From an optimization exercise on the open Yosys and OpenROAD flow, aimed at small area and a short achievable clock period; shortcuts taken in it are not production practice.
The flow treats the clock pin as an ideal source. Dropping or thinning the clock tree relies on that and would not hold on a real chip.
Power and IR drop assume default switching activity.

==> flow/design.v <==
module pio_ram_emu_responder (
  input  logic       clk,
  input  logic       rst_n,
  input  logic [1:0] rx_pins,
  output logic [1:0] tx_pins,
  output logic       busy,
  output logic       protocol_err
);
  logic        st_rd_q, st_wr_q;   
  logic [3:0]  cnt_q;              
  logic [7:0]  addr_q;             
  logic [3:0]  apos_q;             
  logic        wr_last_q;          
  logic [15:0] data_q;             
  logic [1:0]  tx_q;
  logic        busy_q, err_q;
  logic [15:0] ring [0:15][0:15];   
  logic [3:0]  t_q;                 
  logic        pv_q;                
  logic [15:0] pdn_q;               
  logic [3:0]  pa_q;                
  logic [3:0]  pring_q;             
  logic [3:0]  dpos_q;              
  logic        clq_q;               
  logic        cq_q;                
  logic        cport_q;             
  logic [31:0] wclr_q, wset_q;      
  logic [15:0] rsel_q;              
  logic [3:0]  psel_q;              
  logic [15:0] y_q [0:3];           
  wire in_frame = st_rd_q | st_wr_q;
  wire idle     = ~in_frame;
  logic [15:0] port_in [0:3];
  logic [15:0] port_val;
  always_comb begin
    for (int p = 0; p < 4; p++) begin
      port_in[p] = '0;
      for (int r = 0; r < 16; r++) port_in[p] = port_in[p] | ({16{rsel_q[r]}} & ring[r][4*p]);
    end
    port_val = '0;
    for (int p = 0; p < 4; p++) port_val = port_val | ({16{psel_q[p]}} & y_q[p]);
  end
  wire [3:0] u       = t_q - 4'd1;
  wire [3:0] rd_lo   = (cnt_q == 4'd3) ? {addr_q[1:0], rx_pins} : addr_q[3:0];
  wire       aligned = (cnt_q == 4'd3) ? ((rx_pins + u[1:0]) == 2'b00) : (apos_q[1:0] == 2'd1);
  wire       cap     = st_rd_q & (cnt_q >= 4'd3) & (cnt_q <= 4'd6) & aligned;
  wire       hit     = pv_q & rsel_q[pring_q] & (pa_q == rd_lo);
  wire wr_end = wr_last_q;
  always_ff @(posedge clk) begin
    t_q <= t_q + 4'd1;
    for (int r = 0; r < 16; r++)
      for (int p = 0; p < 16; p++) begin
        if (p == 15 || p == 7)
          ring[r][p] <= ~(ring[r][p-1] | {16{wclr_q[2*r + (p == 7)]}});
        else if (p == 0 || p == 8)
          ring[r][p] <= ~((pdn_q & {16{wset_q[2*r + (p == 8)]}}) | ring[r][(p + 15) % 16]);
        else
          ring[r][p] <= ring[r][p-1];
      end
  end
  always_ff @(posedge clk) begin
    dpos_q  <= dpos_q + 4'd1;
    clq_q   <= pv_q & ~clq_q & ~cq_q & (dpos_q[2:0] == 3'd5);
    cq_q    <= clq_q;
    if (!clq_q) cport_q <= ~dpos_q[3] ^ (dpos_q[2:0] == 3'd7);
    if (cq_q) pv_q <= 1'b0;
    wset_q <= wclr_q;
    for (int i = 0; i < 32; i++)
      wclr_q[i] <= pv_q & ~clq_q & ~cq_q & (dpos_q[2:0] == 3'd5) & ({pring_q, ~dpos_q[3]} == 5'(i));
    if (wr_end) begin
      pdn_q   <= ~{data_q[13:0], rx_pins};
      pa_q    <= addr_q[3:0];
      pring_q <= addr_q[7:4];
    end
    if (wr_end && rst_n) begin
      pv_q    <= 1'b1;
      dpos_q  <= apos_q + 4'd1;
      clq_q   <= (apos_q[2:0] == 3'd5);
      cq_q    <= 1'b0;
      cport_q <= ~apos_q[3] ^ (apos_q[2:0] == 3'd7);
      for (int i = 0; i < 32; i++)
        wclr_q[i] <= (apos_q[2:0] == 3'd5) & ({addr_q[7:4], ~apos_q[3]} == 5'(i));
    end
  end
  always_ff @(posedge clk) begin
    if (in_frame && cnt_q <= 4'd3) addr_q <= {addr_q[5:0], rx_pins};
    if (cnt_q == 4'd3) apos_q <= {addr_q[1:0], rx_pins} + t_q + 4'd1;
    else               apos_q <= apos_q + 4'd1;
    if (cap)                              data_q <= hit ? ~pdn_q : port_val;
    else if (!(st_rd_q && cnt_q <= 4'd6)) data_q <= {data_q[13:0], rx_pins};
    for (int p = 0; p < 4; p++) y_q[p] <= port_in[p];
    if (cnt_q == 4'd1) begin
      for (int r = 0; r < 16; r++) rsel_q[r] <= ({addr_q[1:0], rx_pins} == 4'(r));
    end
    begin
      logic [1:0] pn;
      pn = rx_pins + u[3:2] + 2'd1;
      if (cnt_q == 4'd2)       for (int p = 0; p < 4; p++) psel_q[p] <= (pn == 2'(p));
      else if (u[1:0] == 2'd0) psel_q <= {psel_q[2:0], psel_q[3]};
    end
  end
  always_ff @(posedge clk) begin
    if (!rst_n) begin
      st_rd_q <= 1'b0;
      st_wr_q <= 1'b0;
      wr_last_q <= 1'b0;
      cnt_q   <= '0;
      tx_q    <= 2'b00;
      busy_q  <= 1'b0;
      err_q   <= 1'b0;
    end else begin
      tx_q <= 2'b00;
      wr_last_q <= st_wr_q & (cnt_q == 4'd10);
      if (idle) begin
        cnt_q   <= '0;
        st_rd_q <= (rx_pins == 2'b01);
        st_wr_q <= (rx_pins == 2'b10);
        busy_q  <= (rx_pins == 2'b01) | (rx_pins == 2'b10);
        if (rx_pins == 2'b11) err_q <= 1'b1;
      end else begin
        cnt_q <= cnt_q + 4'd1;
        if (wr_end) begin
          st_wr_q <= 1'b0;
          busy_q  <= 1'b0;
        end
        if (st_rd_q) begin
          if (cnt_q >= 4'd4 && rx_pins != 2'b00) err_q <= 1'b1;
          if (cnt_q == 4'd6) tx_q <= 2'b01;
          if (cnt_q >= 4'd7 && cnt_q <= 4'd14) tx_q <= data_q[15:14];
          if (cnt_q == 4'd15) begin
            st_rd_q <= 1'b0;
            busy_q  <= 1'b0;
          end
        end
      end
    end
  end
  assign tx_pins      = tx_q;
  assign busy         = busy_q;
  assign protocol_err = err_q;
endmodule
==> flow/config.mk <==
export PLATFORM = sky130hd
export DESIGN_NAME = pio_ram_emu_responder
export DESIGN_NICKNAME = pio_ram_emu_responder
export VERILOG_FILES = /design/flow/design.v
export SDC_FILE = /design/flow/constraint.sdc
export NUM_CORES = 4
export LEC_CHECK = 0
export CAP_MARGIN = 20
export CORE_MARGIN = 2
export CORE_UTILIZATION = 65
export SETUP_SLACK_MARGIN = 2.25
export SLEW_MARGIN = 20
==> flow/constraint.sdc <==
create_clock -name core_clock -period 4.0 [get_ports {clk}]
set_input_delay 0.8000 -clock core_clock [delete_from_list [all_inputs] [get_ports {clk}]]
set_output_delay 0.8000 -clock core_clock [all_outputs]
set_load 0.01 [all_outputs]
standard.sh (not shown) runs the stock make flow with config.mk's settings and CLKGATE_MAP_FILE= SYNTH_SCRIPT=/design/flow/synth_recipe.tcl, a recipe that flattens the netlist after the stock synthesis.
==> flow/flow/run.sh <==
#!/bin/bash
# ORFS's standard layout, with its clock tree built by flow/mytree.tcl instead of TritonCTS.
set -euo pipefail
here=$(pwd)
export PRE_CTS_TCL="$here/flow/pre_cts.tcl"
bash standard.sh > "$here/standard_flow.log" 2>&1
Other scripts of this flow, unchanged in this note and not shown: flow/flow/mytree.tcl, flow/flow/pre_cts.tcl
The starting point completed without violations.
Edit:
- SETUP_SLACK_MARGIN: 2.25 -> 1.9
Total power is about the same.
Synthesized area is unchanged.
Sequential share of layout area is higher by 1.2 points.
Register-to-register slack gains 0.15 ns.
Sequential power stays flat.
Via count is lower by 0.45%.
Design area is lower by 1.5%.
Routed wire length is lower by 3.0%.
Worst setup slack gains 0.15 ns.
Hold slack gains 0.0050 ns.
Final cell count stays flat.
No functional check of the RTL was part of any run of this note. In every run of this note, the design's own scripts or RTL, not TritonCTS, make the clock network.

-- what the ideal ports hide --
The flow's constraints put no driver on any port. The routed layouts listed below were extracted and timed again, unchanged, in two steps. Step 1 assumes that a clkbuf_16 drives the clock port and a buf_2 every other input. Step 2 moves the port delays by t, midway between the first and last clock arrival at a register: inputs arrive t later, outputs are due t later. That takes back most of the time a late clock gives input paths. Slacks: ideal / step 1 / step 2; pairs: ideal / step 1.
run	t (ns)	setup WS [ns]	worst hold slack (ns)	clock arrival spread, ns	pins driven straight from the clock port
the first run	0.657	1.406 / 1.406 / 1.170	0.316 / 0.317 / 0.317	0.044 / 0.044	4
the second run	0.663	1.559 / 1.560 / 1.173	0.321 / 0.321 / 0.321	0.038 / 0.039	4
After both steps every run listed still meets setup and hold. The setup slack of the second run, which loses most, moves by +0.001 ns with the drivers and by -0.386 ns with both steps.
